Context: an optimization exercise on an open-source flow, tuned for small area and a short achievable clock period. The choices shown serve that exercise and are no tape-out recipe. The RTL was checked by simulation tests, not by an equivalence proof against the original design. No activity file was given, so power comes from the tool's default toggle rates.

==> flow/design.v (excerpt) <==
module spi_ram_ctrl #(
    parameter int unsigned MEM_DEPTH = 256,
    parameter int unsigned ADDR_SIZE = 8
) (
    input  logic       clk,
    input  logic       rst_n,
    input  logic [9:0] din,
    input  logic       rx_valid,
    output logic [7:0] dout,
    output logic       tx_valid
    ,
    output logic       err
);
Size in the first run: ~23 I/O pins, ~0.078 sq mm of cells after synthesis.
clock: 4.5 ns
lec_check: 0
cap_margin: 20
core_margin: 2
core_utilization: 70
cts_buf_list: sky130_fd_sc_hd__clkbuf_16
cts_cluster_diameter: 90
cts_cluster_size: 30
place_density: 0.78
setup_slack_margin: 2.5
slew_margin: 20
standard.sh (not shown) runs the stock make flow with config.mk's settings and CLKGATE_MAP_FILE= SYNTH_SCRIPT=/design/flow/synth_recipe.tcl, a recipe that flattens the netlist after the stock synthesis.
==> flow/flow/run.sh <==
#!/bin/bash
set -euo pipefail
export MAKEFLAGS='BUFFER_PORTS_ARGS=-buffer_cell\ sky130_fd_sc_hd__buf_4'
bash standard.sh finish > flow_make.log 2>&1
The baseline completed without violations.
Then changed:
Settings changed: CORE_UTILIZATION 70 to 60, PLACE_DENSITY 0.78 to 0.68.
Result: Cell area rose by 0.44%. Sequential power hardly moves. Utilization drops by 11 points. Via count decreases by 1.7%. Total power rises by 0.39%. Register-to-register slack improved by 0.03 ns. Setup slack gets worse by 0.020 ns. First-iteration DRC count came out lower by 7.9%. Clock power went up by about 1%. Worst hold slack gains 0.0066 ns. Clock-buffer cell count drops by 4.

* * *

Another version of the RTL of spi_ram_ctrl (not shown whole).
Size: ~2,200 flip-flops, about 23 I/O pins, ~69,000 µm² of cells after synthesis.
Settings: LEC_CHECK=0, CAP_MARGIN=10, CORE_MARGIN=2, CORE_UTILIZATION=60, CTS_BUF_LIST=sky130_fd_sc_hd__clkbuf_16, CTS_CLUSTER_DIAMETER=90, CTS_CLUSTER_SIZE=30, PLACE_DENSITY=0.68, SETUP_SLACK_MARGIN=2.4, SLEW_MARGIN=10; clock period 4.5 ns.
Scripts as last shown in full above: flow/flow/run.sh
Rerun with:
==> flow/config.mk (replaced) <==
export PLATFORM = sky130hd
export DESIGN_NAME = spi_ram_ctrl
export DESIGN_NICKNAME = spi_ram_ctrl
export VERILOG_FILES = /design/flow/design.v
export SDC_FILE = /design/flow/constraint.sdc
export NUM_CORES = 4
export LEC_CHECK = 0
export CAP_MARGIN = 20
export CORE_MARGIN = 2
export CORE_UTILIZATION = 70
export CTS_BUF_LIST = sky130_fd_sc_hd__clkbuf_16
export CTS_CLUSTER_DIAMETER = 80
export CTS_CLUSTER_SIZE = 26
export PLACE_DENSITY = 0.78
export SETUP_SLACK_MARGIN = 2.8
export SLEW_MARGIN = 20
What happened: Core utilization climbs by 17 points; critical path depth falls by 2; area after synthesis stays the same; routed wire length goes up by 18%; synthesized cell count does not change; die area shrinks by about 14%; final area goes up by 9.0%; hold slack gets worse by 0.043 ns; register-to-register slack gains 0.20 ns; cell count is about the same.

* * *

spi_ram_ctrl with an RTL version that a note above also has.
Size: roughly 4,400 cells after synthesis, about 2,200 flip-flops, roughly 23 I/O pins, about 0.078 sq mm of cells after synthesis.
export LEC_CHECK = 0
export CAP_MARGIN = 20
export CORE_MARGIN = 2
export CORE_UTILIZATION = 60
export CTS_BUF_LIST = sky130_fd_sc_hd__clkbuf_16
export CTS_CLUSTER_DIAMETER = 60
export CTS_CLUSTER_SIZE = 20
export PLACE_DENSITY = 0.68
export SETUP_SLACK_MARGIN = 2.3
export SLEW_MARGIN = 20
create_clock -name core_clock -period 4.5 [get_ports {clk}]
Scripts as last shown in full above: flow/flow/run.sh
==> next run, changes <==
--- a/flow/config.mk
+++ b/flow/config.mk
@@ -13,4 +13,4 @@
 export CTS_CLUSTER_SIZE = 20
 export PLACE_DENSITY = 0.68
-export SETUP_SLACK_MARGIN = 2.3
+export SETUP_SLACK_MARGIN = 2.6
 export SLEW_MARGIN = 20
The new run completed without violations.
Die area stays the same.
Via count grows by a few percent.
Final area climbs slightly.

* * *

RTL: one of the versions met above, not the one the previous note started from.
Size in the first run: about 6700 cells after synthesis, ~0.069 mm² of cells after synthesis.
Design spi_ram_ctrl, start of the top module:
module spi_ram_ctrl #(
    parameter int unsigned MEM_DEPTH = 256,
    parameter int unsigned ADDR_SIZE = 8
) (
    input  logic       clk,
    input  logic       rst_n,
    input  logic [9:0] din,
    input  logic       rx_valid,
    output logic [7:0] dout,
    output logic       tx_valid
    ,
    output logic       err
);
==> flow/config.mk <==
export PLATFORM = sky130hd
export DESIGN_NAME = spi_ram_ctrl
export DESIGN_NICKNAME = spi_ram_ctrl
export VERILOG_FILES = /design/flow/design.v
export SDC_FILE = /design/flow/constraint.sdc
export NUM_CORES = 4
export LEC_CHECK = 0
export CAP_MARGIN = 20
export CORE_MARGIN = 2
export CORE_UTILIZATION = 60
export CTS_BUF_LIST = sky130_fd_sc_hd__clkbuf_16
export CTS_CLUSTER_DIAMETER = 90
export CTS_CLUSTER_SIZE = 30
export PLACE_DENSITY = 0.68
export SETUP_SLACK_MARGIN = 2.6
export SLEW_MARGIN = 20
==> flow/constraint.sdc <==
create_clock -name core_clock -period 4.5 [get_ports {clk}]
set_input_delay 0.9000 -clock core_clock [delete_from_list [all_inputs] [get_ports {clk}]]
set_output_delay 0.9000 -clock core_clock [all_outputs]
set_load 0.01 [all_outputs]
Scripts as last shown in full above: flow/flow/run.sh
Edit:
Settings changed: SETUP_SLACK_MARGIN 2.6 to 2.5.
Effect: The new run ran to the end with no violations. Sequential power hardly moves. Clock skew is lower by 0.0030 ns. Design area is lower by 0.97%. Maximum frequency is about the same. Flip-flop and latch count does not change. Setup slack barely changes. Wire length went down by 2.4%. Clock-buffer cell count is unchanged. Utilization decreases by 0.63 points. Die area does not change. First-iteration DRC count is lower by 0.81%.

afterwards: timing with drivers on the ports:
Ports are ideal in the flow. The routed layouts listed here were re-timed in OpenROAD.
Step 1: set_driving_cell puts a clkbuf_16 on clk and a buf_2 on each other input, an assumption about the parent block.
Step 2 adds t to the input delays and takes it off the output delays; t is the mean of the earliest and latest rising clock arrival at the registers after step 1. Input paths then give back, and output paths get back, about the clock's delay inside the block.
a / b / c = ideal / step 1 / step 2; a / b = the first two.
run | t, ns | slack for setup (ns) | latest minus earliest clock arrival (ns)
the first run of note 1 | 0.772 | 2.312 / 2.239 / 1.909 | 0.036 / 0.036
the second run of note 1 | 0.788 | 2.293 / 2.217 / 2.026 | 0.038 / 0.039
the first run of note 2 | 0.782 | 2.297 / 2.297 / 1.915 | 0.041 / 0.041
the second run of note 2 | 0.823 | 2.375 / 2.298 / 1.972 | 0.044 / 0.045
the first run of note 3 | 0.875 | 2.237 / 2.152 / 1.819 | 0.038 / 0.038
the second run of note 3 | 0.874 | 2.282 / 2.197 / 2.068 | 0.033 / 0.034
the first run of note 4 | 0.787 | 2.405 / 2.327 / 2.050 | 0.044 / 0.044
the second run of note 4 | 0.789 | 2.406 / 2.325 / 1.917 | 0.042 / 0.042
After both steps setup and hold are still met in every run listed. The setup slack of the second run of note 4, which loses most, moves by -0.081 ns with the drivers and by -0.489 ns with both steps.
